From an optimization exercise on the open Yosys and OpenROAD flow, aimed at small area, a short achievable clock period and few clock cycles per item; shortcuts taken in it are not production practice.
The RTL was checked by simulation tests, not by an equivalence proof against the original design.
Power figures rest on the tool's default switching activity, not on a simulated workload.

==> flow/design.v <==
package mvm_accum_pkg;
    localparam int unsigned DEF_VP   = 3;
    localparam int unsigned DEF_EP   = 3;
    localparam int unsigned DEF_WI_X = 4;
    localparam int unsigned DEF_WF_X = 12;
    localparam int unsigned DEF_WI_W = 4;
    localparam int unsigned DEF_WF_W = 12;
    localparam int unsigned DEF_WI_O = 4;
    localparam int unsigned DEF_WF_O = 12;
endpackage
module mvm_lane (
    input  logic        clk,
    input  logic        acc_b,    
    input  logic        first_b,  
    input  logic [7:0]  eneg,     
    input  logic [7:0]  eone,     
    input  logic [7:0]  etwo,     
    input  logic [15:0] w_in,     
    input  logic        o_load,   
    output logic [15:0] data,
    output logic        ovf
);
    localparam logic [32:0] K = 33'h100010800;   
    logic        first, v;
    logic [7:0]  bneg, bone, btwo;
    logic [15:0] w;
    always_ff @(posedge clk) begin
        v     <= acc_b;
        first <= first_b;
        bneg  <= eneg;
        bone  <= eone;
        btwo  <= etwo;
        w     <= w_in;
    end
    logic [32:0] acc_s, acc_c;
    logic [32:0] as_i, ac_i;
    logic [32:0] ns, nc;
    assign as_i = first ? K : acc_s;
    assign ac_i = first ? 33'd0 : acc_c;
    wire [16:0] pp0;
    wire [16:0] pp1;
    wire [16:0] pp2;
    wire [16:0] pp3;
    wire [16:0] pp4;
    wire [16:0] pp5;
    wire [16:0] pp6;
    wire [16:0] pp7;
    wire [16:0] m0 = ({17{bone[0]}} & {w[15], w}) | ({17{btwo[0]}} & {w, 1'b0});
    assign pp0 = {v & ~(m0[16] ^ bneg[0]), m0[15:0] ^ {16{bneg[0]}}};
    wire [16:0] m1 = ({17{bone[1]}} & {w[15], w}) | ({17{btwo[1]}} & {w, 1'b0});
    assign pp1 = {v & ~(m1[16] ^ bneg[1]), m1[15:0] ^ {16{bneg[1]}}};
    wire [16:0] m2 = ({17{bone[2]}} & {w[15], w}) | ({17{btwo[2]}} & {w, 1'b0});
    assign pp2 = {v & ~(m2[16] ^ bneg[2]), m2[15:0] ^ {16{bneg[2]}}};
    wire [16:0] m3 = ({17{bone[3]}} & {w[15], w}) | ({17{btwo[3]}} & {w, 1'b0});
    assign pp3 = {v & ~(m3[16] ^ bneg[3]), m3[15:0] ^ {16{bneg[3]}}};
    wire [16:0] m4 = ({17{bone[4]}} & {w[15], w}) | ({17{btwo[4]}} & {w, 1'b0});
    assign pp4 = {v & ~(m4[16] ^ bneg[4]), m4[15:0] ^ {16{bneg[4]}}};
    wire [16:0] m5 = ({17{bone[5]}} & {w[15], w}) | ({17{btwo[5]}} & {w, 1'b0});
    assign pp5 = {v & ~(m5[16] ^ bneg[5]), m5[15:0] ^ {16{bneg[5]}}};
    wire [16:0] m6 = ({17{bone[6]}} & {w[15], w}) | ({17{btwo[6]}} & {w, 1'b0});
    assign pp6 = {v & ~(m6[16] ^ bneg[6]), m6[15:0] ^ {16{bneg[6]}}};
    wire [16:0] m7 = ({17{bone[7]}} & {w[15], w}) | ({17{btwo[7]}} & {w, 1'b0});
    assign pp7 = {v & ~(m7[16] ^ bneg[7]), m7[15:0] ^ {16{bneg[7]}}};
    wire h0s, h0c;
    mvm_ha u_h0 (.a(bneg[6]), .b(as_i[12]), .s(h0s), .co(h0c));
    wire h1s, h1c;
    mvm_ha u_h1 (.a(as_i[13]), .b(ac_i[13]), .s(h1s), .co(h1c));
    wire t2s, t2c;
    mvm_fa u_t2 (.a(bneg[7]), .b(as_i[14]), .c(ac_i[14]), .s(t2s), .co(t2c));
    wire h3s, h3c;
    mvm_ha u_h3 (.a(pp0[14]), .b(pp1[12]), .s(h3s), .co(h3c));
    wire t4s, t4c;
    mvm_fa u_t4 (.a(as_i[15]), .b(ac_i[15]), .c(pp0[15]), .s(t4s), .co(t4c));
    wire h5s, h5c;
    mvm_ha u_h5 (.a(pp1[13]), .b(pp2[11]), .s(h5s), .co(h5c));
    wire t6s, t6c;
    mvm_fa u_t6 (.a(as_i[16]), .b(ac_i[16]), .c(pp0[16]), .s(t6s), .co(t6c));
    wire h7s, h7c;
    mvm_ha u_h7 (.a(pp1[14]), .b(pp2[12]), .s(h7s), .co(h7c));
    wire t8s, t8c;
    mvm_fa u_t8 (.a(as_i[17]), .b(ac_i[17]), .c(pp1[15]), .s(t8s), .co(t8c));
    wire h9s, h9c;
    mvm_ha u_h9 (.a(as_i[18]), .b(ac_i[18]), .s(h9s), .co(h9c));
    wire h10s, h10c;
    mvm_ha u_h10 (.a(bneg[3]), .b(as_i[6]), .s(h10s), .co(h10c));
    wire h11s, h11c;
    mvm_ha u_h11 (.a(as_i[7]), .b(ac_i[7]), .s(h11s), .co(h11c));
    wire t12s, t12c;
    mvm_fa u_t12 (.a(bneg[4]), .b(as_i[8]), .c(ac_i[8]), .s(t12s), .co(t12c));
    wire h13s, h13c;
    mvm_ha u_h13 (.a(pp0[8]), .b(pp1[6]), .s(h13s), .co(h13c));
    wire t14s, t14c;
    mvm_fa u_t14 (.a(as_i[9]), .b(ac_i[9]), .c(pp0[9]), .s(t14s), .co(t14c));
    wire h15s, h15c;
    mvm_ha u_h15 (.a(pp1[7]), .b(pp2[5]), .s(h15s), .co(h15c));
    wire t16s, t16c;
    mvm_fa u_t16 (.a(bneg[5]), .b(as_i[10]), .c(ac_i[10]), .s(t16s), .co(t16c));
    wire t17s, t17c;
    mvm_fa u_t17 (.a(pp0[10]), .b(pp1[8]), .c(pp2[6]), .s(t17s), .co(t17c));
    wire h18s, h18c;
    mvm_ha u_h18 (.a(pp3[4]), .b(pp4[2]), .s(h18s), .co(h18c));
    wire t19s, t19c;
    mvm_fa u_t19 (.a(as_i[11]), .b(ac_i[11]), .c(pp0[11]), .s(t19s), .co(t19c));
    wire t20s, t20c;
    mvm_fa u_t20 (.a(pp1[9]), .b(pp2[7]), .c(pp3[5]), .s(t20s), .co(t20c));
    wire h21s, h21c;
    mvm_ha u_h21 (.a(pp4[3]), .b(pp5[1]), .s(h21s), .co(h21c));
    wire t22s, t22c;
    mvm_fa u_t22 (.a(ac_i[12]), .b(pp0[12]), .c(pp1[10]), .s(t22s), .co(t22c));
    wire t23s, t23c;
    mvm_fa u_t23 (.a(pp2[8]), .b(pp3[6]), .c(pp4[4]), .s(t23s), .co(t23c));
    wire t24s, t24c;
    mvm_fa u_t24 (.a(pp5[2]), .b(pp6[0]), .c(h0s), .s(t24s), .co(t24c));
    wire t25s, t25c;
    mvm_fa u_t25 (.a(pp0[13]), .b(pp1[11]), .c(pp2[9]), .s(t25s), .co(t25c));
    wire t26s, t26c;
    mvm_fa u_t26 (.a(pp3[7]), .b(pp4[5]), .c(pp5[3]), .s(t26s), .co(t26c));
    wire t27s, t27c;
    mvm_fa u_t27 (.a(pp6[1]), .b(h0c), .c(h1s), .s(t27s), .co(t27c));
    wire t28s, t28c;
    mvm_fa u_t28 (.a(pp2[10]), .b(pp3[8]), .c(pp4[6]), .s(t28s), .co(t28c));
    wire t29s, t29c;
    mvm_fa u_t29 (.a(pp5[4]), .b(pp6[2]), .c(pp7[0]), .s(t29s), .co(t29c));
    wire t30s, t30c;
    mvm_fa u_t30 (.a(h1c), .b(t2s), .c(h3s), .s(t30s), .co(t30c));
    wire t31s, t31c;
    mvm_fa u_t31 (.a(pp3[9]), .b(pp4[7]), .c(pp5[5]), .s(t31s), .co(t31c));
    wire t32s, t32c;
    mvm_fa u_t32 (.a(pp6[3]), .b(pp7[1]), .c(h3c), .s(t32s), .co(t32c));
    wire t33s, t33c;
    mvm_fa u_t33 (.a(h5s), .b(t4s), .c(t2c), .s(t33s), .co(t33c));
    wire t34s, t34c;
    mvm_fa u_t34 (.a(pp3[10]), .b(pp4[8]), .c(pp5[6]), .s(t34s), .co(t34c));
    wire t35s, t35c;
    mvm_ffa u_t35 (.a(pp6[4]), .b(pp7[2]), .c(h5c), .s(t35s), .co(t35c));
    wire t36s, t36c;
    mvm_ffa u_t36 (.a(h7s), .b(t6s), .c(t4c), .s(t36s), .co(t36c));
    wire t37s, t37c;
    mvm_fa u_t37 (.a(pp2[13]), .b(pp3[11]), .c(pp4[9]), .s(t37s), .co(t37c));
    wire t38s, t38c;
    mvm_fa u_t38 (.a(pp5[7]), .b(pp6[5]), .c(pp7[3]), .s(t38s), .co(t38c));
    wire t39s, t39c;
    mvm_ffa u_t39 (.a(h7c), .b(t8s), .c(t6c), .s(t39s), .co(t39c));
    wire t40s, t40c;
    mvm_fa u_t40 (.a(pp1[16]), .b(pp2[14]), .c(pp3[12]), .s(t40s), .co(t40c));
    wire t41s, t41c;
    mvm_fa u_t41 (.a(pp4[10]), .b(pp5[8]), .c(pp6[6]), .s(t41s), .co(t41c));
    wire t42s, t42c;
    mvm_fa u_t42 (.a(pp7[4]), .b(h9s), .c(t8c), .s(t42s), .co(t42c));
    wire t43s, t43c;
    mvm_fa u_t43 (.a(as_i[19]), .b(ac_i[19]), .c(pp2[15]), .s(t43s), .co(t43c));
    wire t44s, t44c;
    mvm_fa u_t44 (.a(pp3[13]), .b(pp4[11]), .c(pp5[9]), .s(t44s), .co(t44c));
    wire t45s, t45c;
    mvm_fa u_t45 (.a(pp6[7]), .b(pp7[5]), .c(h9c), .s(t45s), .co(t45c));
    wire t46s, t46c;
    mvm_fa u_t46 (.a(as_i[20]), .b(ac_i[20]), .c(pp2[16]), .s(t46s), .co(t46c));
    wire t47s, t47c;
    mvm_fa u_t47 (.a(pp3[14]), .b(pp4[12]), .c(pp5[10]), .s(t47s), .co(t47c));
    wire h48s, h48c;
    mvm_ha u_h48 (.a(pp6[8]), .b(pp7[6]), .s(h48s), .co(h48c));
    wire t49s, t49c;
    mvm_fa u_t49 (.a(as_i[21]), .b(ac_i[21]), .c(pp3[15]), .s(t49s), .co(t49c));
    wire t50s, t50c;
    mvm_fa u_t50 (.a(pp4[13]), .b(pp5[11]), .c(pp6[9]), .s(t50s), .co(t50c));
    wire t51s, t51c;
    mvm_fa u_t51 (.a(as_i[22]), .b(ac_i[22]), .c(pp3[16]), .s(t51s), .co(t51c));
    wire h52s, h52c;
    mvm_ha u_h52 (.a(pp4[14]), .b(pp5[12]), .s(h52s), .co(h52c));
    wire t53s, t53c;
    mvm_fa u_t53 (.a(as_i[23]), .b(ac_i[23]), .c(pp4[15]), .s(t53s), .co(t53c));
    wire h54s, h54c;
    mvm_ha u_h54 (.a(as_i[24]), .b(ac_i[24]), .s(h54s), .co(h54c));
    wire h55s, h55c;
    mvm_ha u_h55 (.a(bneg[1]), .b(as_i[2]), .s(h55s), .co(h55c));
    wire h56s, h56c;
    mvm_ha u_h56 (.a(as_i[3]), .b(ac_i[3]), .s(h56s), .co(h56c));
    wire t57s, t57c;
    mvm_fa u_t57 (.a(bneg[2]), .b(as_i[4]), .c(ac_i[4]), .s(t57s), .co(t57c));
    wire h58s, h58c;
    mvm_ha u_h58 (.a(pp0[4]), .b(pp1[2]), .s(h58s), .co(h58c));
    wire t59s, t59c;
    mvm_fa u_t59 (.a(as_i[5]), .b(ac_i[5]), .c(pp0[5]), .s(t59s), .co(t59c));
    wire h60s, h60c;
    mvm_ha u_h60 (.a(pp1[3]), .b(pp2[1]), .s(h60s), .co(h60c));
    wire t61s, t61c;
    mvm_fa u_t61 (.a(ac_i[6]), .b(pp0[6]), .c(pp1[4]), .s(t61s), .co(t61c));
    wire t62s, t62c;
    mvm_fa u_t62 (.a(pp2[2]), .b(pp3[0]), .c(h10s), .s(t62s), .co(t62c));
    wire t63s, t63c;
    mvm_fa u_t63 (.a(pp0[7]), .b(pp1[5]), .c(pp2[3]), .s(t63s), .co(t63c));
    wire t64s, t64c;
    mvm_fa u_t64 (.a(pp3[1]), .b(h10c), .c(h11s), .s(t64s), .co(t64c));
    wire t65s, t65c;
    mvm_fa u_t65 (.a(pp2[4]), .b(pp3[2]), .c(pp4[0]), .s(t65s), .co(t65c));
    wire t66s, t66c;
    mvm_fa u_t66 (.a(h11c), .b(t12s), .c(h13s), .s(t66s), .co(t66c));
    wire t67s, t67c;
    mvm_fa u_t67 (.a(pp3[3]), .b(pp4[1]), .c(h13c), .s(t67s), .co(t67c));
    wire t68s, t68c;
    mvm_fa u_t68 (.a(h15s), .b(t14s), .c(t12c), .s(t68s), .co(t68c));
    wire t69s, t69c;
    mvm_fa u_t69 (.a(pp5[0]), .b(h15c), .c(t16s), .s(t69s), .co(t69c));
    wire t70s, t70c;
    mvm_fa u_t70 (.a(h18s), .b(t17s), .c(t14c), .s(t70s), .co(t70c));
    wire t71s, t71c;
    mvm_fa u_t71 (.a(h18c), .b(h21s), .c(t19s), .s(t71s), .co(t71c));
    wire t72s, t72c;
    mvm_fa u_t72 (.a(t16c), .b(t20s), .c(t17c), .s(t72s), .co(t72c));
    wire t73s, t73c;
    mvm_fa u_t73 (.a(h21c), .b(t22s), .c(t23s), .s(t73s), .co(t73c));
    wire t74s, t74c;
    mvm_fa u_t74 (.a(t19c), .b(t20c), .c(t24s), .s(t74s), .co(t74c));
    wire t75s, t75c;
    mvm_fa u_t75 (.a(t25s), .b(t26s), .c(t22c), .s(t75s), .co(t75c));
    wire t76s, t76c;
    mvm_fa u_t76 (.a(t23c), .b(t27s), .c(t24c), .s(t76s), .co(t76c));
    wire t77s, t77c;
    mvm_fa u_t77 (.a(t28s), .b(t29s), .c(t25c), .s(t77s), .co(t77c));
    wire t78s, t78c;
    mvm_ffa u_t78 (.a(t26c), .b(t27c), .c(t30s), .s(t78s), .co(t78c));
    wire t79s, t79c;
    mvm_fa u_t79 (.a(t31s), .b(t28c), .c(t29c), .s(t79s), .co(t79c));
    wire t80s, t80c;
    mvm_ffa u_t80 (.a(t32s), .b(t33s), .c(t30c), .s(t80s), .co(t80c));
    wire t81s, t81c;
    mvm_fa u_t81 (.a(t34s), .b(t31c), .c(t35s), .s(t81s), .co(t81c));
    wire t82s, t82c;
    mvm_ffa u_t82 (.a(t32c), .b(t36s), .c(t33c), .s(t82s), .co(t82c));
    wire t83s, t83c;
    mvm_fa u_t83 (.a(t37s), .b(t38s), .c(t34c), .s(t83s), .co(t83c));
    wire t84s, t84c;
    mvm_ffa u_t84 (.a(t35c), .b(t39s), .c(t36c), .s(t84s), .co(t84c));
    wire t85s, t85c;
    mvm_fa u_t85 (.a(t40s), .b(t41s), .c(t37c), .s(t85s), .co(t85c));
    wire t86s, t86c;
    mvm_ffa u_t86 (.a(t38c), .b(t42s), .c(t39c), .s(t86s), .co(t86c));
    wire t87s, t87c;
    mvm_fa u_t87 (.a(t43s), .b(t44s), .c(t40c), .s(t87s), .co(t87c));
    wire t88s, t88c;
    mvm_ffa u_t88 (.a(t41c), .b(t45s), .c(t42c), .s(t88s), .co(t88c));
    wire t89s, t89c;
    mvm_fa u_t89 (.a(h48s), .b(t46s), .c(t47s), .s(t89s), .co(t89c));
    wire t90s, t90c;
    mvm_fa u_t90 (.a(t43c), .b(t44c), .c(t45c), .s(t90s), .co(t90c));
    wire t91s, t91c;
    mvm_fa u_t91 (.a(pp7[7]), .b(h48c), .c(t49s), .s(t91s), .co(t91c));
    wire t92s, t92c;
    mvm_fa u_t92 (.a(t50s), .b(t46c), .c(t47c), .s(t92s), .co(t92c));
    wire t93s, t93c;
    mvm_fa u_t93 (.a(pp6[10]), .b(pp7[8]), .c(h52s), .s(t93s), .co(t93c));
    wire t94s, t94c;
    mvm_fa u_t94 (.a(t51s), .b(t49c), .c(t50c), .s(t94s), .co(t94c));
    wire t95s, t95c;
    mvm_fa u_t95 (.a(pp5[13]), .b(pp6[11]), .c(pp7[9]), .s(t95s), .co(t95c));
    wire t96s, t96c;
    mvm_fa u_t96 (.a(h52c), .b(t53s), .c(t51c), .s(t96s), .co(t96c));
    wire t97s, t97c;
    mvm_fa u_t97 (.a(pp4[16]), .b(pp5[14]), .c(pp6[12]), .s(t97s), .co(t97c));
    wire t98s, t98c;
    mvm_fa u_t98 (.a(pp7[10]), .b(h54s), .c(t53c), .s(t98s), .co(t98c));
    wire t99s, t99c;
    mvm_fa u_t99 (.a(as_i[25]), .b(ac_i[25]), .c(pp5[15]), .s(t99s), .co(t99c));
    wire t100s, t100c;
    mvm_fa u_t100 (.a(pp6[13]), .b(pp7[11]), .c(h54c), .s(t100s), .co(t100c));
    wire t101s, t101c;
    mvm_fa u_t101 (.a(as_i[26]), .b(ac_i[26]), .c(pp5[16]), .s(t101s), .co(t101c));
    wire h102s, h102c;
    mvm_ha u_h102 (.a(pp6[14]), .b(pp7[12]), .s(h102s), .co(h102c));
    wire t103s, t103c;
    mvm_fa u_t103 (.a(as_i[27]), .b(ac_i[27]), .c(pp6[15]), .s(t103s), .co(t103c));
    wire h104s, h104c;
    mvm_ha u_h104 (.a(as_i[28]), .b(ac_i[28]), .s(h104s), .co(h104c));
    wire h105s, h105c;
    mvm_ha u_h105 (.a(bneg[0]), .b(as_i[0]), .s(h105s), .co(h105c));
    wire h106s, h106c;
    mvm_ha u_h106 (.a(as_i[1]), .b(ac_i[1]), .s(h106s), .co(h106c));
    wire t107s, t107c;
    mvm_fa u_t107 (.a(ac_i[2]), .b(pp0[2]), .c(pp1[0]), .s(t107s), .co(t107c));
    wire t108s, t108c;
    mvm_fa u_t108 (.a(pp0[3]), .b(pp1[1]), .c(h55c), .s(t108s), .co(t108c));
    wire t109s, t109c;
    mvm_fa u_t109 (.a(pp2[0]), .b(h56c), .c(t57s), .s(t109s), .co(t109c));
    wire t110s, t110c;
    mvm_fa u_t110 (.a(h58c), .b(h60s), .c(t59s), .s(t110s), .co(t110c));
    wire t111s, t111c;
    mvm_fa u_t111 (.a(h60c), .b(t61s), .c(t59c), .s(t111s), .co(t111c));
    wire t112s, t112c;
    mvm_fa u_t112 (.a(t63s), .b(t61c), .c(t64s), .s(t112s), .co(t112c));
    wire t113s, t113c;
    mvm_fa u_t113 (.a(t65s), .b(t63c), .c(t64c), .s(t113s), .co(t113c));
    wire t114s, t114c;
    mvm_fa u_t114 (.a(t65c), .b(t67s), .c(t68s), .s(t114s), .co(t114c));
    wire t115s, t115c;
    mvm_fa u_t115 (.a(t69s), .b(t67c), .c(t68c), .s(t115s), .co(t115c));
    wire t116s, t116c;
    mvm_fa u_t116 (.a(t71s), .b(t69c), .c(t72s), .s(t116s), .co(t116c));
    wire t117s, t117c;
    mvm_ffa u_t117 (.a(t71c), .b(t73s), .c(t74s), .s(t117s), .co(t117c));
    wire t118s, t118c;
    mvm_ffa u_t118 (.a(t75s), .b(t73c), .c(t74c), .s(t118s), .co(t118c));
    wire t119s, t119c;
    mvm_ffa u_t119 (.a(t77s), .b(t75c), .c(t78s), .s(t119s), .co(t119c));
    wire t120s, t120c;
    mvm_ffa u_t120 (.a(t79s), .b(t77c), .c(t80s), .s(t120s), .co(t120c));
    wire t121s, t121c;
    mvm_ffa u_t121 (.a(t81s), .b(t79c), .c(t82s), .s(t121s), .co(t121c));
    wire t122s, t122c;
    mvm_ffa u_t122 (.a(t83s), .b(t81c), .c(t84s), .s(t122s), .co(t122c));
    wire t123s, t123c;
    mvm_ffa u_t123 (.a(t85s), .b(t83c), .c(t86s), .s(t123s), .co(t123c));
    wire t124s, t124c;
    mvm_ffa u_t124 (.a(t87s), .b(t85c), .c(t88s), .s(t124s), .co(t124c));
    wire t125s, t125c;
    mvm_ffa u_t125 (.a(t89s), .b(t87c), .c(t90s), .s(t125s), .co(t125c));
    wire t126s, t126c;
    mvm_fa u_t126 (.a(t91s), .b(t92s), .c(t89c), .s(t126s), .co(t126c));
    wire t127s, t127c;
    mvm_fa u_t127 (.a(t93s), .b(t91c), .c(t94s), .s(t127s), .co(t127c));
    wire t128s, t128c;
    mvm_fa u_t128 (.a(t95s), .b(t96s), .c(t93c), .s(t128s), .co(t128c));
    wire t129s, t129c;
    mvm_fa u_t129 (.a(t97s), .b(t95c), .c(t98s), .s(t129s), .co(t129c));
    wire t130s, t130c;
    mvm_fa u_t130 (.a(t99s), .b(t97c), .c(t100s), .s(t130s), .co(t130c));
    wire t131s, t131c;
    mvm_fa u_t131 (.a(h102s), .b(t101s), .c(t99c), .s(t131s), .co(t131c));
    wire t132s, t132c;
    mvm_fa u_t132 (.a(pp7[13]), .b(h102c), .c(t103s), .s(t132s), .co(t132c));
    wire t133s, t133c;
    mvm_fa u_t133 (.a(pp6[16]), .b(pp7[14]), .c(h104s), .s(t133s), .co(t133c));
    wire t134s, t134c;
    mvm_fa u_t134 (.a(as_i[29]), .b(ac_i[29]), .c(pp7[15]), .s(t134s), .co(t134c));
    wire h135s, h135c;
    mvm_ha u_h135 (.a(as_i[30]), .b(ac_i[30]), .s(h135s), .co(h135c));
    wire h136s, h136c;
    mvm_ha u_h136 (.a(ac_i[0]), .b(pp0[0]), .s(h136s), .co(h136c));
    wire t137s, t137c;
    mvm_fa u_t137 (.a(pp0[1]), .b(h105c), .c(h106s), .s(t137s), .co(t137c));
    wire t138s, t138c;
    mvm_fa u_t138 (.a(h106c), .b(h55s), .c(t107s), .s(t138s), .co(t138c));
    wire t139s, t139c;
    mvm_fa u_t139 (.a(h56s), .b(t107c), .c(t108s), .s(t139s), .co(t139c));
    wire t140s, t140c;
    mvm_fa u_t140 (.a(h58s), .b(t108c), .c(t109s), .s(t140s), .co(t140c));
    wire t141s, t141c;
    mvm_fa u_t141 (.a(t57c), .b(t110s), .c(t109c), .s(t141s), .co(t141c));
    wire t142s, t142c;
    mvm_fa u_t142 (.a(t62s), .b(t110c), .c(t111s), .s(t142s), .co(t142c));
    wire t143s, t143c;
    mvm_fa u_t143 (.a(t62c), .b(t112s), .c(t111c), .s(t143s), .co(t143c));
    wire t144s, t144c;
    mvm_fa u_t144 (.a(t66s), .b(t113s), .c(t112c), .s(t144s), .co(t144c));
    wire t145s, t145c;
    mvm_fa u_t145 (.a(t66c), .b(t114s), .c(t113c), .s(t145s), .co(t145c));
    wire t146s, t146c;
    mvm_ffa u_t146 (.a(t70s), .b(t115s), .c(t114c), .s(t146s), .co(t146c));
    wire t147s, t147c;
    mvm_ffa u_t147 (.a(t70c), .b(t116s), .c(t115c), .s(t147s), .co(t147c));
    wire t148s, t148c;
    mvm_ffa u_t148 (.a(t72c), .b(t117s), .c(t116c), .s(t148s), .co(t148c));
    wire t149s, t149c;
    mvm_ffa u_t149 (.a(t76s), .b(t118s), .c(t117c), .s(t149s), .co(t149c));
    wire t150s, t150c;
    mvm_ffa u_t150 (.a(t76c), .b(t119s), .c(t118c), .s(t150s), .co(t150c));
    wire t151s, t151c;
    mvm_ffa u_t151 (.a(t78c), .b(t120s), .c(t119c), .s(t151s), .co(t151c));
    wire t152s, t152c;
    mvm_ffa u_t152 (.a(t80c), .b(t121s), .c(t120c), .s(t152s), .co(t152c));
    wire t153s, t153c;
    mvm_ffa u_t153 (.a(t82c), .b(t122s), .c(t121c), .s(t153s), .co(t153c));
    wire t154s, t154c;
    mvm_ffa u_t154 (.a(t84c), .b(t123s), .c(t122c), .s(t154s), .co(t154c));
    wire t155s, t155c;
    mvm_ffa u_t155 (.a(t86c), .b(t124s), .c(t123c), .s(t155s), .co(t155c));
    wire t156s, t156c;
    mvm_ffa u_t156 (.a(t125s), .b(t88c), .c(t124c), .s(t156s), .co(t156c));
    wire t157s, t157c;
    mvm_ffa u_t157 (.a(t90c), .b(t126s), .c(t125c), .s(t157s), .co(t157c));
    wire t158s, t158c;
    mvm_ffa u_t158 (.a(t92c), .b(t127s), .c(t126c), .s(t158s), .co(t158c));
    wire t159s, t159c;
    mvm_ffa u_t159 (.a(t94c), .b(t128s), .c(t127c), .s(t159s), .co(t159c));
    wire t160s, t160c;
    mvm_ffa u_t160 (.a(t96c), .b(t129s), .c(t128c), .s(t160s), .co(t160c));
    wire t161s, t161c;
    mvm_ffa u_t161 (.a(t130s), .b(t98c), .c(t129c), .s(t161s), .co(t161c));
    wire t162s, t162c;
    mvm_fa u_t162 (.a(t100c), .b(t131s), .c(t130c), .s(t162s), .co(t162c));
    wire t163s, t163c;
    mvm_fa u_t163 (.a(t101c), .b(t132s), .c(t131c), .s(t163s), .co(t163c));
    wire t164s, t164c;
    mvm_fa u_t164 (.a(t103c), .b(t133s), .c(t132c), .s(t164s), .co(t164c));
    wire t165s, t165c;
    mvm_fa u_t165 (.a(h104c), .b(t134s), .c(t133c), .s(t165s), .co(t165c));
    wire t166s, t166c;
    mvm_fa u_t166 (.a(pp7[16]), .b(h135s), .c(t134c), .s(t166s), .co(t166c));
    wire t167s, t167c;
    mvm_fa u_t167 (.a(as_i[31]), .b(ac_i[31]), .c(h135c), .s(t167s), .co(t167c));
    wire h168s, h168c;
    mvm_ha u_h168 (.a(as_i[32]), .b(ac_i[32]), .s(h168s), .co(h168c));
    assign ns[0] = h136s;
    assign ns[1] = h136c;
    assign ns[2] = t137c;
    assign ns[3] = t138c;
    assign ns[4] = t139c;
    assign ns[5] = t140c;
    assign ns[6] = t141c;
    assign ns[7] = t142c;
    assign ns[8] = t143c;
    assign ns[9] = t144c;
    assign ns[10] = t145c;
    assign ns[11] = t146c;
    assign ns[12] = t147c;
    assign ns[13] = t148c;
    assign ns[14] = t149c;
    assign ns[15] = t150c;
    assign ns[16] = t151c;
    assign ns[17] = t152c;
    assign ns[18] = t153c;
    assign ns[19] = t154c;
    assign ns[20] = t155c;
    assign ns[21] = t156c;
    assign ns[22] = t157c;
    assign ns[23] = t158c;
    assign ns[24] = t159c;
    assign ns[25] = t160c;
    assign ns[26] = t161c;
    assign ns[27] = t162c;
    assign ns[28] = t163c;
    assign ns[29] = t164c;
    assign ns[30] = t165c;
    assign ns[31] = t166c;
    assign ns[32] = t167c;
    assign nc[0] = h105s;
    assign nc[1] = t137s;
    assign nc[2] = t138s;
    assign nc[3] = t139s;
    assign nc[4] = t140s;
    assign nc[5] = t141s;
    assign nc[6] = t142s;
    assign nc[7] = t143s;
    assign nc[8] = t144s;
    assign nc[9] = t145s;
    assign nc[10] = t146s;
    assign nc[11] = t147s;
    assign nc[12] = t148s;
    assign nc[13] = t149s;
    assign nc[14] = t150s;
    assign nc[15] = t151s;
    assign nc[16] = t152s;
    assign nc[17] = t153s;
    assign nc[18] = t154s;
    assign nc[19] = t155s;
    assign nc[20] = t156s;
    assign nc[21] = t157s;
    assign nc[22] = t158s;
    assign nc[23] = t159s;
    assign nc[24] = t160s;
    assign nc[25] = t161s;
    assign nc[26] = t162s;
    assign nc[27] = t163s;
    assign nc[28] = t164s;
    assign nc[29] = t165s;
    assign nc[30] = t166s;
    assign nc[31] = t167s;
    assign nc[32] = h168s;
    wire [26:0] g, p;
    mvm_ha u_gp0 (.a(acc_s[0]), .b(acc_c[0]), .s(p[0]), .co(g[0]));
    mvm_ha u_gp1 (.a(acc_s[1]), .b(acc_c[1]), .s(p[1]), .co(g[1]));
    mvm_ha u_gp2 (.a(acc_s[2]), .b(acc_c[2]), .s(p[2]), .co(g[2]));
    mvm_ha u_gp3 (.a(acc_s[3]), .b(acc_c[3]), .s(p[3]), .co(g[3]));
    mvm_ha u_gp4 (.a(acc_s[4]), .b(acc_c[4]), .s(p[4]), .co(g[4]));
    mvm_ha u_gp5 (.a(acc_s[5]), .b(acc_c[5]), .s(p[5]), .co(g[5]));
    mvm_ha u_gp6 (.a(acc_s[6]), .b(acc_c[6]), .s(p[6]), .co(g[6]));
    mvm_ha u_gp7 (.a(acc_s[7]), .b(acc_c[7]), .s(p[7]), .co(g[7]));
    mvm_ha u_gp8 (.a(acc_s[8]), .b(acc_c[8]), .s(p[8]), .co(g[8]));
    mvm_ha u_gp9 (.a(acc_s[9]), .b(acc_c[9]), .s(p[9]), .co(g[9]));
    mvm_ha u_gp10 (.a(acc_s[10]), .b(acc_c[10]), .s(p[10]), .co(g[10]));
    mvm_ha u_gp11 (.a(acc_s[11]), .b(acc_c[11]), .s(p[11]), .co(g[11]));
    mvm_ha u_gp12 (.a(acc_s[12]), .b(acc_c[12]), .s(p[12]), .co(g[12]));
    mvm_ha u_gp13 (.a(acc_s[13]), .b(acc_c[13]), .s(p[13]), .co(g[13]));
    mvm_ha u_gp14 (.a(acc_s[14]), .b(acc_c[14]), .s(p[14]), .co(g[14]));
    mvm_ha u_gp15 (.a(acc_s[15]), .b(acc_c[15]), .s(p[15]), .co(g[15]));
    mvm_ha u_gp16 (.a(acc_s[16]), .b(acc_c[16]), .s(p[16]), .co(g[16]));
    mvm_ha u_gp17 (.a(acc_s[17]), .b(acc_c[17]), .s(p[17]), .co(g[17]));
    mvm_ha u_gp18 (.a(acc_s[18]), .b(acc_c[18]), .s(p[18]), .co(g[18]));
    mvm_ha u_gp19 (.a(acc_s[19]), .b(acc_c[19]), .s(p[19]), .co(g[19]));
    mvm_ha u_gp20 (.a(acc_s[20]), .b(acc_c[20]), .s(p[20]), .co(g[20]));
    mvm_ha u_gp21 (.a(acc_s[21]), .b(acc_c[21]), .s(p[21]), .co(g[21]));
    mvm_ha u_gp22 (.a(acc_s[22]), .b(acc_c[22]), .s(p[22]), .co(g[22]));
    mvm_ha u_gp23 (.a(acc_s[23]), .b(acc_c[23]), .s(p[23]), .co(g[23]));
    mvm_ha u_gp24 (.a(acc_s[24]), .b(acc_c[24]), .s(p[24]), .co(g[24]));
    mvm_ha u_gp25 (.a(acc_s[25]), .b(acc_c[25]), .s(p[25]), .co(g[25]));
    mvm_ha u_gp26 (.a(acc_s[26]), .b(acc_c[26]), .s(p[26]), .co(g[26]));
    wire G_1_0;
    mvm_g u_G_1_0 (.gh(g[1]), .ph(p[1]), .gl(g[0]), .g(G_1_0));
    wire G_3_2, P_3_2;
    mvm_gp u_G_3_2 (.gh(g[3]), .ph(p[3]), .gl(g[2]), .pl(p[2]), .g(G_3_2), .p(P_3_2));
    wire G_5_4, P_5_4;
    mvm_gp u_G_5_4 (.gh(g[5]), .ph(p[5]), .gl(g[4]), .pl(p[4]), .g(G_5_4), .p(P_5_4));
    wire G_8_7, P_8_7;
    mvm_gp u_G_8_7 (.gh(g[8]), .ph(p[8]), .gl(g[7]), .pl(p[7]), .g(G_8_7), .p(P_8_7));
    wire G_10_9, P_10_9;
    mvm_gp u_G_10_9 (.gh(g[10]), .ph(p[10]), .gl(g[9]), .pl(p[9]), .g(G_10_9), .p(P_10_9));
    wire G_12_11, P_12_11;
    mvm_gp u_G_12_11 (.gh(g[12]), .ph(p[12]), .gl(g[11]), .pl(p[11]), .g(G_12_11), .p(P_12_11));
    wire G_15_14, P_15_14;
    mvm_gp u_G_15_14 (.gh(g[15]), .ph(p[15]), .gl(g[14]), .pl(p[14]), .g(G_15_14), .p(P_15_14));
    wire G_17_16, P_17_16;
    mvm_gp u_G_17_16 (.gh(g[17]), .ph(p[17]), .gl(g[16]), .pl(p[16]), .g(G_17_16), .p(P_17_16));
    wire G_19_18, P_19_18;
    mvm_gp u_G_19_18 (.gh(g[19]), .ph(p[19]), .gl(g[18]), .pl(p[18]), .g(G_19_18), .p(P_19_18));
    wire G_22_21, P_22_21;
    mvm_gp u_G_22_21 (.gh(g[22]), .ph(p[22]), .gl(g[21]), .pl(p[21]), .g(G_22_21), .p(P_22_21));
    wire G_25_24, P_25_24;
    mvm_gp u_G_25_24 (.gh(g[25]), .ph(p[25]), .gl(g[24]), .pl(p[24]), .g(G_25_24), .p(P_25_24));
    wire G_6_4, P_6_4;
    mvm_gp u_G_6_4 (.gh(g[6]), .ph(p[6]), .gl(G_5_4), .pl(P_5_4), .g(G_6_4), .p(P_6_4));
    wire G_13_11, P_13_11;
    mvm_gp u_G_13_11 (.gh(g[13]), .ph(p[13]), .gl(G_12_11), .pl(P_12_11), .g(G_13_11), .p(P_13_11));
    wire G_16_14, P_16_14;
    mvm_gp u_G_16_14 (.gh(g[16]), .ph(p[16]), .gl(G_15_14), .pl(P_15_14), .g(G_16_14), .p(P_16_14));
    wire G_20_18, P_20_18;
    mvm_gp u_G_20_18 (.gh(g[20]), .ph(p[20]), .gl(G_19_18), .pl(P_19_18), .g(G_20_18), .p(P_20_18));
    wire G_23_21, P_23_21;
    mvm_gp u_G_23_21 (.gh(g[23]), .ph(p[23]), .gl(G_22_21), .pl(P_22_21), .g(G_23_21), .p(P_23_21));
    wire G_26_24, P_26_24;
    mvm_gp u_G_26_24 (.gh(g[26]), .ph(p[26]), .gl(G_25_24), .pl(P_25_24), .g(G_26_24), .p(P_26_24));
    wire G_3_0;
    mvm_g u_G_3_0 (.gh(G_3_2), .ph(P_3_2), .gl(G_1_0), .g(G_3_0));
    wire G_10_7, P_10_7;
    mvm_gp u_G_10_7 (.gh(G_10_9), .ph(P_10_9), .gl(G_8_7), .pl(P_8_7), .g(G_10_7), .p(P_10_7));
    wire G_17_14, P_17_14;
    mvm_gp u_G_17_14 (.gh(G_17_16), .ph(P_17_16), .gl(G_15_14), .pl(P_15_14), .g(G_17_14), .p(P_17_14));
    wire G_24_21, P_24_21;
    mvm_gp u_G_24_21 (.gh(g[24]), .ph(p[24]), .gl(G_23_21), .pl(P_23_21), .g(G_24_21), .p(P_24_21));
    wire G_11_7, P_11_7;
    mvm_gp u_G_11_7 (.gh(g[11]), .ph(p[11]), .gl(G_10_7), .pl(P_10_7), .g(G_11_7), .p(P_11_7));
    wire G_18_14, P_18_14;
    mvm_gp u_G_18_14 (.gh(g[18]), .ph(p[18]), .gl(G_17_14), .pl(P_17_14), .g(G_18_14), .p(P_18_14));
    wire G_25_21, P_25_21;
    mvm_gp u_G_25_21 (.gh(G_25_24), .ph(P_25_24), .gl(G_23_21), .pl(P_23_21), .g(G_25_21), .p(P_25_21));
    wire G_12_7, P_12_7;
    mvm_gp u_G_12_7 (.gh(G_12_11), .ph(P_12_11), .gl(G_10_7), .pl(P_10_7), .g(G_12_7), .p(P_12_7));
    wire G_19_14, P_19_14;
    mvm_gp u_G_19_14 (.gh(G_19_18), .ph(P_19_18), .gl(G_17_14), .pl(P_17_14), .g(G_19_14), .p(P_19_14));
    wire G_26_21, P_26_21;
    mvm_gp u_G_26_21 (.gh(G_26_24), .ph(P_26_24), .gl(G_23_21), .pl(P_23_21), .g(G_26_21), .p(P_26_21));
    wire G_6_0;
    mvm_g u_G_6_0 (.gh(G_6_4), .ph(P_6_4), .gl(G_3_0), .g(G_6_0));
    wire G_13_7, P_13_7;
    mvm_gp u_G_13_7 (.gh(G_13_11), .ph(P_13_11), .gl(G_10_7), .pl(P_10_7), .g(G_13_7), .p(P_13_7));
    wire G_20_14, P_20_14;
    mvm_gp u_G_20_14 (.gh(G_20_18), .ph(P_20_18), .gl(G_17_14), .pl(P_17_14), .g(G_20_14), .p(P_20_14));
    wire G_21_14, P_21_14;
    mvm_gp u_G_21_14 (.gh(g[21]), .ph(p[21]), .gl(G_20_14), .pl(P_20_14), .g(G_21_14), .p(P_21_14));
    wire G_22_14, P_22_14;
    mvm_gp u_G_22_14 (.gh(G_22_21), .ph(P_22_21), .gl(G_20_14), .pl(P_20_14), .g(G_22_14), .p(P_22_14));
    wire G_23_14, P_23_14;
    mvm_gp u_G_23_14 (.gh(G_23_21), .ph(P_23_21), .gl(G_20_14), .pl(P_20_14), .g(G_23_14), .p(P_23_14));
    wire G_24_14, P_24_14;
    mvm_gp u_G_24_14 (.gh(G_24_21), .ph(P_24_21), .gl(G_20_14), .pl(P_20_14), .g(G_24_14), .p(P_24_14));
    wire G_11_0;
    mvm_g u_G_11_0 (.gh(G_11_7), .ph(P_11_7), .gl(G_6_0), .g(G_11_0));
    wire G_25_14, P_25_14;
    mvm_gp u_G_25_14 (.gh(G_25_21), .ph(P_25_21), .gl(G_20_14), .pl(P_20_14), .g(G_25_14), .p(P_25_14));
    wire G_12_0;
    mvm_g u_G_12_0 (.gh(G_12_7), .ph(P_12_7), .gl(G_6_0), .g(G_12_0));
    wire G_26_14, P_26_14;
    mvm_gp u_G_26_14 (.gh(G_26_21), .ph(P_26_21), .gl(G_20_14), .pl(P_20_14), .g(G_26_14), .p(P_26_14));
    wire G_13_0;
    mvm_g u_G_13_0 (.gh(G_13_7), .ph(P_13_7), .gl(G_6_0), .g(G_13_0));
    wire G_14_0;
    mvm_g u_G_14_0 (.gh(g[14]), .ph(p[14]), .gl(G_13_0), .g(G_14_0));
    wire G_15_0;
    mvm_g u_G_15_0 (.gh(G_15_14), .ph(P_15_14), .gl(G_13_0), .g(G_15_0));
    wire G_16_0;
    mvm_g u_G_16_0 (.gh(G_16_14), .ph(P_16_14), .gl(G_13_0), .g(G_16_0));
    wire G_17_0;
    mvm_g u_G_17_0 (.gh(G_17_14), .ph(P_17_14), .gl(G_13_0), .g(G_17_0));
    wire G_18_0;
    mvm_g u_G_18_0 (.gh(G_18_14), .ph(P_18_14), .gl(G_13_0), .g(G_18_0));
    wire G_19_0;
    mvm_g u_G_19_0 (.gh(G_19_14), .ph(P_19_14), .gl(G_13_0), .g(G_19_0));
    wire G_20_0;
    mvm_g u_G_20_0 (.gh(G_20_14), .ph(P_20_14), .gl(G_13_0), .g(G_20_0));
    wire G_21_0;
    mvm_g u_G_21_0 (.gh(G_21_14), .ph(P_21_14), .gl(G_13_0), .g(G_21_0));
    wire G_22_0;
    mvm_g u_G_22_0 (.gh(G_22_14), .ph(P_22_14), .gl(G_13_0), .g(G_22_0));
    wire G_23_0;
    mvm_g u_G_23_0 (.gh(G_23_14), .ph(P_23_14), .gl(G_13_0), .g(G_23_0));
    wire G_24_0;
    mvm_g u_G_24_0 (.gh(G_24_14), .ph(P_24_14), .gl(G_13_0), .g(G_24_0));
    wire G_25_0;
    mvm_g u_G_25_0 (.gh(G_25_14), .ph(P_25_14), .gl(G_13_0), .g(G_25_0));
    wire G_26_0;
    mvm_g u_G_26_0 (.gh(G_26_14), .ph(P_26_14), .gl(G_13_0), .g(G_26_0));
    wire [27:12] cy;    
    assign cy[12] = G_11_0;
    assign cy[13] = G_12_0;
    assign cy[14] = G_13_0;
    assign cy[15] = G_14_0;
    assign cy[16] = G_15_0;
    assign cy[17] = G_16_0;
    assign cy[18] = G_17_0;
    assign cy[19] = G_18_0;
    assign cy[20] = G_19_0;
    assign cy[21] = G_20_0;
    assign cy[22] = G_21_0;
    assign cy[23] = G_22_0;
    assign cy[24] = G_23_0;
    assign cy[25] = G_24_0;
    assign cy[26] = G_25_0;
    assign cy[27] = G_26_0;
    wire [27:12] tot;
    assign tot[26:12] = p[26:12] ^ cy[26:12];
    wire inr0, inr1, sg0, sg1, t27_0, t27_1;
    mvm_top u_top (.s(acc_s[32:27]), .c(acc_c[32:27]), .inr0(inr0), .inr1(inr1),
                   .sg0(sg0), .sg1(sg1), .t0(t27_0), .t1(t27_1));
    wire inr = cy[27] ? inr1 : inr0;    
    wire sg  = cy[27] ? sg1 : sg0;      
    assign tot[27] = cy[27] ? t27_1 : t27_0;
    always_ff @(posedge clk) begin
        acc_s <= ns;
        acc_c <= nc;
        if (o_load) begin
            data <= inr ? tot[27:12] : (sg ? 16'h8000 : 16'h7fff);
            ovf  <= ~inr;
        end
    end
endmodule
module mvm_fa (input logic a, b, c, output logic s, co);
    assign s  = a ^ b ^ c;
    assign co = (a & b) | (a & c) | (b & c);
endmodule
module mvm_ffa (input logic a, b, c, output logic s, co);
    logic p;
    mvm_xor2 u_p (.a(a), .b(b), .y(p));
    mvm_xor2 u_s (.a(p), .b(c), .y(s));
    mvm_maj3 u_c (.a(a), .b(b), .c(c), .y(co));
endmodule
module mvm_xor2 (input logic a, b, output logic y);
    assign y = a ^ b;
endmodule
module mvm_maj3 (input logic a, b, c, output logic y);
    assign y = (a & b) | (a & c) | (b & c);
endmodule
module mvm_gp (input logic gh, ph, gl, pl, output logic g, p);
    assign g = gh | (ph & gl);
    assign p = ph & pl;
endmodule
module mvm_g (input logic gh, ph, gl, output logic g);
    assign g = gh | (ph & gl);
endmodule
module mvm_top (input logic [5:0] s, c, output logic inr0, inr1, sg0, sg1, t0, t1);
    wire [5:0] u0 = s + c;
    wire [5:0] u1 = s + c + 6'd1;
    assign inr0 = (u0 == 6'd0) || (u0 == 6'd63);
    assign inr1 = (u1 == 6'd0) || (u1 == 6'd63);
    assign sg0 = u0[5];
    assign sg1 = u1[5];
    assign t0 = u0[0];
    assign t1 = u1[0];
endmodule
module mvm_ha (input logic a, b, output logic s, co);
    assign s  = a ^ b;
    assign co = a & b;
endmodule
module mvm_accum (
    input  logic        clk,
    input  logic        rst,
    input  logic        clr,
    input  logic        s_valid,
    output logic        s_ready,
    input  logic [15:0] s_x,
    input  logic [47:0] s_w,
    output logic        m_valid,
    input  logic        m_ready,
    output logic [47:0] m_data,
    output logic [2:0]  m_ovf
);
    logic [1:0] bc;           
    logic       iv;           
    logic       ilast;        
    logic       afull;        
    logic       s_busy;       
    assign s_ready = ~s_busy;
    wire acc_b  = s_valid & s_ready & ~clr;
    wire o_load = afull & ~m_valid;
    wire [1:0] bc_n    = clr ? 2'd0 : acc_b ? ((bc == 2'd2) ? 2'd0 : bc + 2'd1) : bc;
    wire       afull_n = ~clr & ((iv & ilast) | (afull & ~o_load));
    wire       mval_n  = ~clr & (o_load | (m_valid & ~m_ready));
    wire [16:0] xe = {s_x, 1'b0};
    logic [7:0] eneg, eone, etwo;
    always_comb begin
        for (int i = 0; i < 8; i++) begin
            eneg[i] = xe[2*i+2] & ~(xe[2*i+1] & xe[2*i]);
            eone[i] = xe[2*i+1] ^ xe[2*i];
            etwo[i] = (xe[2*i+2] & ~xe[2*i+1] & ~xe[2*i]) | (~xe[2*i+2] & xe[2*i+1] & xe[2*i]);
        end
    end
    always_ff @(posedge clk or posedge rst) begin
        if (rst) begin
            bc      <= 2'd0;
            iv      <= 1'b0;
            ilast   <= 1'b0;
            afull   <= 1'b0;
            m_valid <= 1'b0;
            s_busy  <= 1'b0;
        end else begin
            bc      <= bc_n;
            iv      <= acc_b;
            ilast   <= acc_b & (bc == 2'd2);
            afull   <= afull_n;
            m_valid <= mval_n;
            s_busy  <= (bc_n == 2'd0) & (mval_n | afull_n);
        end
    end
    for (genvar l = 0; l < 3; l++) begin : g_lane
        mvm_lane u_lane (
            .clk    (clk),
            .acc_b  (acc_b),
            .first_b(acc_b & (bc == 2'd0)),
            .eneg   (eneg & {8{acc_b}}),
            .eone   (eone & {8{acc_b}}),
            .etwo   (etwo & {8{acc_b}}),
            .w_in   (s_w[(2-l)*16 +: 16]),
            .o_load (o_load),
            .data   (m_data[(2-l)*16 +: 16]),
            .ovf    (m_ovf[l])
        );
    end
endmodule
==> flow/flow/run.sh <==
#!/bin/bash
set -euo pipefail
mapfile -t KNOBS < <(grep -v '^\s*\(#\|$\)' flow/knobs.txt)
bash standard.sh "${KNOBS[@]}" finish > orfs_make.log 2>&1
==> flow/flow/knobs.txt <==
SETUP_SLACK_MARGIN=5.95
MATCH_CELL_FOOTPRINT=0
BUFFER_PORTS_ARGS=-buffer_cell sky130_fd_sc_hd__buf_2
==> flow/standard.sh <==
#!/bin/bash
# synth_recipe.tcl (not shown) runs the flow's synth.tcl, then flattens the netlist and writes it again
# the make line also repeats each setting of config.mk as NAME=value (left out here)
make -C /OpenROAD-flow-scripts/flow DESIGN_CONFIG=/design/flow/config.mk WORK_HOME=/design/flow/orfs CLKGATE_MAP_FILE= SYNTH_SCRIPT=/design/flow/synth_recipe.tcl "${@:-finish}"
==> flow/config.mk <==
export PLATFORM = sky130hd
export DESIGN_NAME = mvm_accum
export DESIGN_NICKNAME = mvm_accum
export VERILOG_FILES = /design/flow/design.v
export SDC_FILE = /design/flow/constraint.sdc
export NUM_CORES = 4
export LEC_CHECK = 0
export CAP_MARGIN = 20
export CORE_MARGIN = 2
export CORE_UTILIZATION = 40
export CTS_BUF_LIST = sky130_fd_sc_hd__clkbuf_4 sky130_fd_sc_hd__clkbuf_8
export CTS_CLUSTER_SIZE = 40
export SLEW_MARGIN = 20
export SYNTH_HIERARCHICAL = 1
==> flow/constraint.sdc <==
create_clock -name core_clock -period 9.0 [get_ports {clk}]
set_input_delay 1.8000 -clock core_clock [delete_from_list [all_inputs] [get_ports {clk}]]
set_output_delay 1.8000 -clock core_clock [all_outputs]
set_load 0.01 [all_outputs]
==> flow_summary.json, run 1 <==
{
  "status": "finished clean",
  "wl_um": 84300,
  "muxShareOfSynthArea": 0.0111,
  "synth_cells": 3018,
  "crit_path_max_incr_delay_ns": 0.44,
  "synth_fa_ha_area_frac": 0.304,
  "dr.first_iter.drc_count": 1577,
  "tightest_slew_ns": 0.670,
  "r2r_slack_ns": 6.02,
  "hp-start": "bc[0]",
  "start_util": 0.402,
  "clkTransAtPathRegs_ns": 0.06,
  "dieArea_sq_um": 84600,
  "p_leak_nw": 16.2,
  "syn_to_final_growth_pct": 11.9,
  "yosys.area_share.simple": 0.0823,
  "worstPathMaxFanout": 1,
  "synth_fp_nets": 3598,
  "ios": 122,
  "yosysSeqAreaShare": 0.249,
  "grt-ovfl-total": 0,
  "cts_hold_buf": 0,
  "grt_pass1_vias": 23284,
  "hold_path.class": "reg2reg",
  "tns_ns": 0,
  "clock-sinks": 382,
  "setup_viol": 0,
  "synth_xor_area_frac": 0.174,
  "fillers": 7731,
  "min_delay_path_depth": 1,
  "die_w_um": 291,
  "clock_path_buffers": 3,
  "htree_num_levels": 3,
  "wl_per_cell_um": 20.1,
  "worstRegToRegCells": 10,
  "syn_area_sq_um": 32900,
  "grt_max_degree": 67,
  "grt_pass1_wl_um": 132000,
  "via_per_inst": 5.38,
  "rows": 105,
  "slew_headroom": 0.544,
  "design.core.area_sq_um": 81800,
  "critPathKind": "reg2out",
  "yosysWarningCount": 8,
  "dpl.hpwl_um": 60100,
  "cts_root_buffer": "clkbuf_8",
  "drt-pass1-iter-count": 8,
  "synth_compound_area_frac": 0.142,
  "synth-main-ff-cell": "dfxtp_1",
  "start_kind": "flip-flop",
  "worstPathRequired_ns": 7.20,
  "drv_cap": 0,
  "drc": 0,
  "ys_seq_elements": 382,
  "slowest_stage": "edfxtp_1",
  "final.period_utilization": 0.345,
  "fmax_ghz": 0.322,
  "vdd_drop_max_mv": 0.186,
  "fin_crit_ns": 3.10,
  "async_flop_share": 0.0183,
  "r2r_start": "g_lane[0].u_lane.acc_c[27]",
  "drv_slew": 0,
  "clock_latency_ns": 0.70,
  "rsz0062_at_grt": "true",
  "path_buf_inv": 1,
  "hold_end": "ilast",
  "crit_family": "flip-flops",
  "ys_types": 50,
  "antenna_found_initial": 11,
  "finalHoldViolCount": 0,
  "synth_edf_count": 51,
  "cp.arrival_ns": 1.30,
  "power_density_nw_per_um2": 319,
  "track_usage": 0.196,
  "endpoint_kind": "output port",
  "ant_nets": 0,
  "port_buffers": 121,
  "final_nets": 3638,
  "synth_top_family_by_area": "adder cells",
  "r2r_end": "g_lane[0].u_lane.data[2]",
  "syn_area_per_cell_sq_um": 10.9,
  "final_core_util": 0.450,
  "cts_tree": "done",
  "vias": 22535,
  "cts_made_buffers": 74,
  "die_h_um": 291,
  "drive_above_1_share": 0.212,
  "place.gp.congestion": 0.829,
  "crit_chain": "buf_2",
  "fin_worst_skew_ns": 0.0429
}
-- per-stage QoR --
stage	instance area [sq um]	worst slack, ns	hold WS, ns	cells	power [W]
final	36900	5.90	0.536	4188	0.0117
after detailed placement	33900	5.57	0.529	3974	0.00964
after CTS	35800	5.84	0.542	4109	0.0117
after global routing	36900	5.85	0.565	4185	0.0129
after floorplan	32900	5.98	0.450	3018	0.00836
after global placement	33900	4.98	0.511	3973	0.00952
-- worst max path at each step --
stage	start	depth (start not counted)	to
after CTS	g_lane[1].u_lane.data[14]	1	m_data[30]
after global placement	s_valid	4	g_lane[0].u_lane.first
after floorplan	g_lane[0].u_lane.bone[0]	10	g_lane[0].u_lane.acc_s[17]
final	g_lane[1].u_lane.data[14]	1	m_data[30]
after detailed placement	g_lane[2].u_lane.bneg[1]	9	g_lane[2].u_lane.acc_c[17]
after global routing	g_lane[1].u_lane.data[14]	1	m_data[30]
-- cell usage in the layout (no fill, tap or decap), drive strengths merged, types with 8 or more instances in the layout --
master	netlist	final
ha	181	181
nor2b	192	192
buf	134	209
clkbuf	120	116
dfxtp	324	324
nand2b	29	29
and2	108	108
nand3b	8	8
edfxtp	51	51
nand2	53	53
mux2i	32	33
a21o	156	156
fa	330	330
a22oi	361	361
o21ai	27	27
a21oi	14	14
nor2	24	24
xor2	216	216
xnor2	435	435
inv	16	19
or2	9	9
clkinv	0	11
o211ai	45	45
nor3b	8	8
maj3	102	102
-- repair_timing --
item / 4_1_cts / 5_1_grt
pin swaps: 3 / 49
hold endpoints to repair: 0 / 0
resized for setup: 132 / 135
endpoints found under the setup margin: 185 / 156
setup buffers: 3 / 68
cloned: 0 / 7
-- synthesized netlist by cell type (5+ instances only) --
cell / instances / area [sq um]
xnor2_1: 432 / 3780
a22oi_1: 361 / 2710
fa_1: 330 / 6610
dfxtp_1: 324 / 6490
xor2_1: 216 / 1890
nor2b_1: 190 / 1190
ha_1: 181 / 2260
a21o_1: 156 / 1170
buf_2: 126 / 631
clkbuf_1: 117 / 439
and2_1: 107 / 669
maj3_2: 102 / 1150
nand2_1: 53 / 199
edfxtp_1: 51 / 1530
o211ai_2: 30 / 375
mux2i_1: 29 / 290
nand2b_1: 28 / 175
o21ai_0: 27 / 135
nor2_1: 24 / 90.1
inv_1: 15 / 56.3
o211ai_1: 15 / 113
a21oi_1: 11 / 55.1
or2_2: 9 / 56.3
nand3b_1: 8 / 60.1
dfrtp_1: 7 / 175
nor3b_1: 6 / 45.0
or3_1: 6 / 37.5
buf_6: 5 / 56.3
-- per-module statistics from Yosys (local to each module, per instance), excerpt --
module	times used	cells inside	flip-flops and latches
mvm_lane	3	598	125
mvm_accum	1	81	7
mvm_top	3	32	0
mvm_fa	327	1	0
mvm_gp	99	2	0
mvm_ha	159	1	0
mvm_maj3	102	1	0
mvm_xor2	204	1	0
mvm_g	57	1	0
-- sequential cells by signal (all words and copies together) (netlist names) --
register             cells
afull                    1
bc                       2
g_lane.u_lane.acc_c     99
g_lane.u_lane.acc_s     99
g_lane.u_lane.bneg      24
g_lane.u_lane.bone      24
g_lane.u_lane.btwo      24
g_lane.u_lane.data      48
g_lane.u_lane.first      3
g_lane.u_lane.ovf        3
g_lane.u_lane.v          3
g_lane.u_lane.w         48
ilast                    1
iv                       1
m_valid                  1
s_busy                   1
-- power breakdown --
| part | switching [W] | total [W] | internal [W] |
|---|---|---|---|
| Clock | 0.000802 | 0.00193 | 0.00113 |
| Sequential | 0.000359 | 0.00271 | 0.00235 |
| Combinational | 0.00362 | 0.00711 | 0.00349 |
| Total | 0.00478 | 0.0117 | 0.00697 |
-- layer usage --
| layer | track usage | vias to the layer above | part of all wire |
|---|---|---|---|
| met2 | 0.311 | 684 | 0.46 |
| met5 | 0 | - | 0.0014 |
| li1 | - | 10460 | - |
| met1 | 0.268 | 11207 | 0.45 |
| met4 | 0.0570 | 18 | 0.025 |
| met3 | 0.0444 | 166 | 0.066 |
-- cell type report --
| type | instances | area [sq um] | share of cell area |
|---|---|---|---|
| clock buffer | 110 | 1370 | 0.0372 |
| multi-input combinational | 2369 | 23700 | 0.643 |
| antenna | 4 | 10.0 | 0.000272 |
| clock inverter | 22 | 283 | 0.00767 |
| inverter | 16 | 67.6 | 0.00183 |
| sequential | 382 | 8580 | 0.233 |
| timing repair buffer | 215 | 1500 | 0.0407 |
| tap | 1070 | 1340 | 0.0363 |
-- logic make-up after synthesis --
group,Yosys count
flops,382
xor+xnor,651
fa+ha+maj,613
compound gates,614
simple gates,453
buf+inv,270
mux,35
Testbench counts, summed over its fixed seeds: cycles 3,624, items 1,200.
==> run 2: changes to the inputs <==
==> flow/flow/knobs.txt (replaced) <==
SETUP_SLACK_MARGIN=5.95
MATCH_CELL_FOOTPRINT=0
BUFFER_PORTS_ARGS=-buffer_cell sky130_fd_sc_hd__buf_2
CTS_ARGS=-sink_clustering_enable -repair_clock_nets -buf_list sky130_fd_sc_hd__clkbuf_16 -root_buf sky130_fd_sc_hd__clkbuf_16 -sink_clustering_buffer sky130_fd_sc_hd__clkbuf_16 -sink_buffer_max_cap_derate 0.04 -sink_clustering_size 30 -sink_clustering_max_diameter 140
--- a/flow/config.mk
+++ b/flow/config.mk
@@ -8,7 +8,5 @@
 export CAP_MARGIN = 20
 export CORE_MARGIN = 2
 export CORE_UTILIZATION = 40
-export CTS_BUF_LIST = sky130_fd_sc_hd__clkbuf_4 sky130_fd_sc_hd__clkbuf_8
-export CTS_CLUSTER_SIZE = 40
 export SLEW_MARGIN = 20
 export SYNTH_HIERARCHICAL = 1
==> flow_summary.json, run 2 <==
{
  "htree_num_levels": 1,
  "vias": 22028,
  "cts_tree": "done",
  "tightest_slew_ns": 0.674,
  "grt-ovfl-total": 0,
  "place.gp.congestion": 0.829,
  "synth_edf_count": 51,
  "path_buf_inv": 1,
  "hold_slack_ns": 0.476,
  "hold_end": "m_valid",
  "die_w_um": 291,
  "die_h_um": 291,
  "synth_cells": 3018,
  "r2r_end": "g_lane[0].u_lane.data[0]",
  "setup_viol": 0,
  "antenna_found_initial": 10,
  "crit_start": "g_lane[1].u_lane.data[14]",
  "start_kind": "flip-flop",
  "worstRegToRegCells": 9,
  "start_util": 0.402,
  "synth_largest_area_cell": "fa_1",
  "final.period_utilization": 0.334,
  "critPathKind": "reg2out",
  "dieArea_sq_um": 84600,
  "dr.first_iter.drc_count": 1575,
  "drt-pass1-iter-count": 6,
  "drv_cap": 0,
  "syn_area_sq_um": 32900,
  "hp-start": "m_valid",
  "cts_root_buffer": "clkbuf_16",
  "cts_hold_buf": 0,
  "fin_cells": 4091,
  "clkTransAtPathRegs_ns": 0.12,
  "hold_path.class": "reg2reg",
  "ys_types": 50,
  "yosysMostFrequentCell": "xnor2_1",
  "track_usage": 0.191,
  "synth_common_cells": "432 x xnor2_1, 361 x a22oi_1, 330 x fa_1",
  "final_nets": 3590,
  "yosysSeqAreaShare": 0.249,
  "clock_path_buffers": 3,
  "port_buffers": 121,
  "ant_nets": 0,
  "vdd_drop_max_mv": 0.147,
  "r2r_slack_ns": 6.05,
  "crit_family": "flip-flops",
  "rows": 105,
  "synth-main-ff-cell": "dfxtp_1",
  "drc": 0,
  "ios": 122,
  "tns_ns": 0,
  "syn_to_final_growth_pct": 8.75,
  "async_flop_share": 0.0183,
  "slowest_stage": "edfxtp_1",
  "cts_made_buffers": 18,
  "drive_above_1_share": 0.185,
  "final_core_util": 0.438,
  "worstPathMaxFanout": 1,
  "finalHoldViolCount": 0,
  "grt_pass1_vias": 22633,
  "ys_top_cells_by_area": "fa_1 20%, dfxtp_1 20%, xnor2_1 11%",
  "clock-sinks": 382,
  "power_density_nw_per_um2": 301,
  "slew_headroom": 0.541,
  "ys_seq_elements": 382,
  "design.core.area_sq_um": 81800,
  "synth_fp_nets": 3598,
  "p_leak_nw": 15.6,
  "wl_per_cell_um": 20.3,
  "layout_commonest_cell": "xnor2_1",
  "drv_slew": 0,
  "status": "finished clean",
  "via_per_inst": 5.38,
  "fmax_ghz": 0.332,
  "endpoint_kind": "output port",
  "largestRegisters": "g_lane.u_lane.acc_c: 99 flops, g_lane.u_lane.acc_s: 99 flops",
  "fin_crit_ns": 3.01,
  "grt_max_degree": 67,
  "r2r_start": "g_lane[0].u_lane.acc_c[3]",
  "min_delay_path_depth": 1,
  "worstPathRequired_ns": 7.20,
  "yosysWarningCount": 8,
  "dpl.hpwl_um": 60100,
  "synth_top_area_share": 0.201,
  "grt_pass1_wl_um": 130000,
  "rsz0062_at_grt": "true",
  "placed_cells": 3974,
  "p_total_w": 0.0108,
  "syn_area_per_cell_sq_um": 10.9,
  "layout_common_cells": "430 x xnor2_1, 356 x a22oi_1, 329 x fa_1, 215 x xor2_1, 209 x dfxtp_1",
  "fin_worst_skew_ns": 0.0430,
  "crit_chain": "buf_2",
  "cp.arrival_ns": 1.21,
  "crit_path_max_incr_delay_ns": 0.46,
  "wl_um": 82900,
  "clock_latency_ns": 0.59
}
-- run 2: cells by family (layout without fill, tap and decap cells) --
group,Yosys count,count (layout),share of synthesized area
adders and majority gates,613,613,0.304
AOI/OAI and AO/OA,614,614,0.142
and+or+nand+nor,453,455,0.0823
muxes,35,36,0.0111
other,0,2,0
DFF,382,382,0.249
xor gates and xnor gates,651,651,0.174
buffers and inverters,270,268,0.0374
-- run 2: worst max-delay path by stage --
| stage | cells after the start | end |
|---|---|---|
| floorplan | 10 | g_lane[0].u_lane.acc_s[17] |
| global placement | 4 | g_lane[0].u_lane.first |
| detailed placement | 9 | g_lane[2].u_lane.acc_c[17] |
| CTS | 8 | g_lane[2].u_lane.acc_c[17] |
| global route | 10 | g_lane[2].u_lane.acc_c[17] |
| finish | 1 | m_data[30] |
-- run 2: routing by layer --
layer | wire, um | up-vias | GRT usage
li1 | - | 10305 | -
met1 | 37700 | 10978 | 0.266
met2 | 38400 | 624 | 0.312
met3 | 4900 | 107 | 0.0334
met4 | 1780 | 14 | 0.0416
met5 | 89 | - | 0
-- run 2: metrics by stage --
step	worst slack (ns)	cell area [sq um]
after floorplan	5.98	32900
after global placement	4.98	33900
after detailed placement	5.57	33900
after CTS	5.94	34700
after global routing	5.89	35800
final	5.99	35800
-- run 2: repair_timing --
item                       in CTS  in global routing
resized for setup             131                143
cloned                          0                  6
setup buffers                   2                 78
pin swaps                       3                 55
hold endpoints to repair        0                  0
setup endpoints to repair     152                118
-- run 2: area by class of cell --
type                            count  area, sq um
Timing Repair Buffer              223         1520
Inverter                           16         67.6
Multi-Input combinational cell   2369        23700
Clock inverter                     10          100
Tap cell                         1070         1340
Fill cell                        7810        46000
Clock buffer                       19          475
Sequential cell                   382         8590
Antenna cell                        2         5.00
-- run 2: Yosys stat by module (local to each module, per instance), excerpt --
module	area, sq um	cells	copies in the design
mvm_accum	709	81	1
mvm_lane	6060	598	3
mvm_xor2	8.76	1	204
mvm_gp	13.8	2	99
mvm_top	259	32	3
mvm_fa	20.0	1	327
mvm_maj3	11.3	1	102
mvm_g	7.51	1	57
mvm_ha	12.5	1	159
-- run 2: power by group --
part           internal (W)  switching [W]
Combinational       0.00347        0.00361
Clock              0.000405       0.000610
Sequential          0.00234       0.000357
Total               0.00622        0.00458

[re-timing with driven ports]
How much do the figures lean on ideal ports? The routed layouts below were timed once more, with nothing changed but the port constraints. Step 1 sets driving cells, clkbuf_16 on the clock port and buf_2 on the other inputs (assumed; they add their load-dependent delay and slew). Step 2 moves the port delays by t, midway between the first and last clock arrival at a register: inputs arrive t later, outputs are due t later. That takes back most of the time a late clock gives input paths. Three values: ideal, step 1, step 2; two values: the first two.
run | t, ns | slack for setup (ns) | worst setup path after step 2 | clock arrival spread, ns
run 1 | 0.738 | 5.898 / 5.836 / 5.685 | input to register | 0.044 / 0.045
run 2 | 0.631 | 5.990 / 5.924 / 5.709 | input to register | 0.044 / 0.044
After both steps setup and hold are still met in every run listed. For run 2, which loses most, drivers alone change the setup slack by -0.066 ns; drivers and shift together by -0.281 ns.
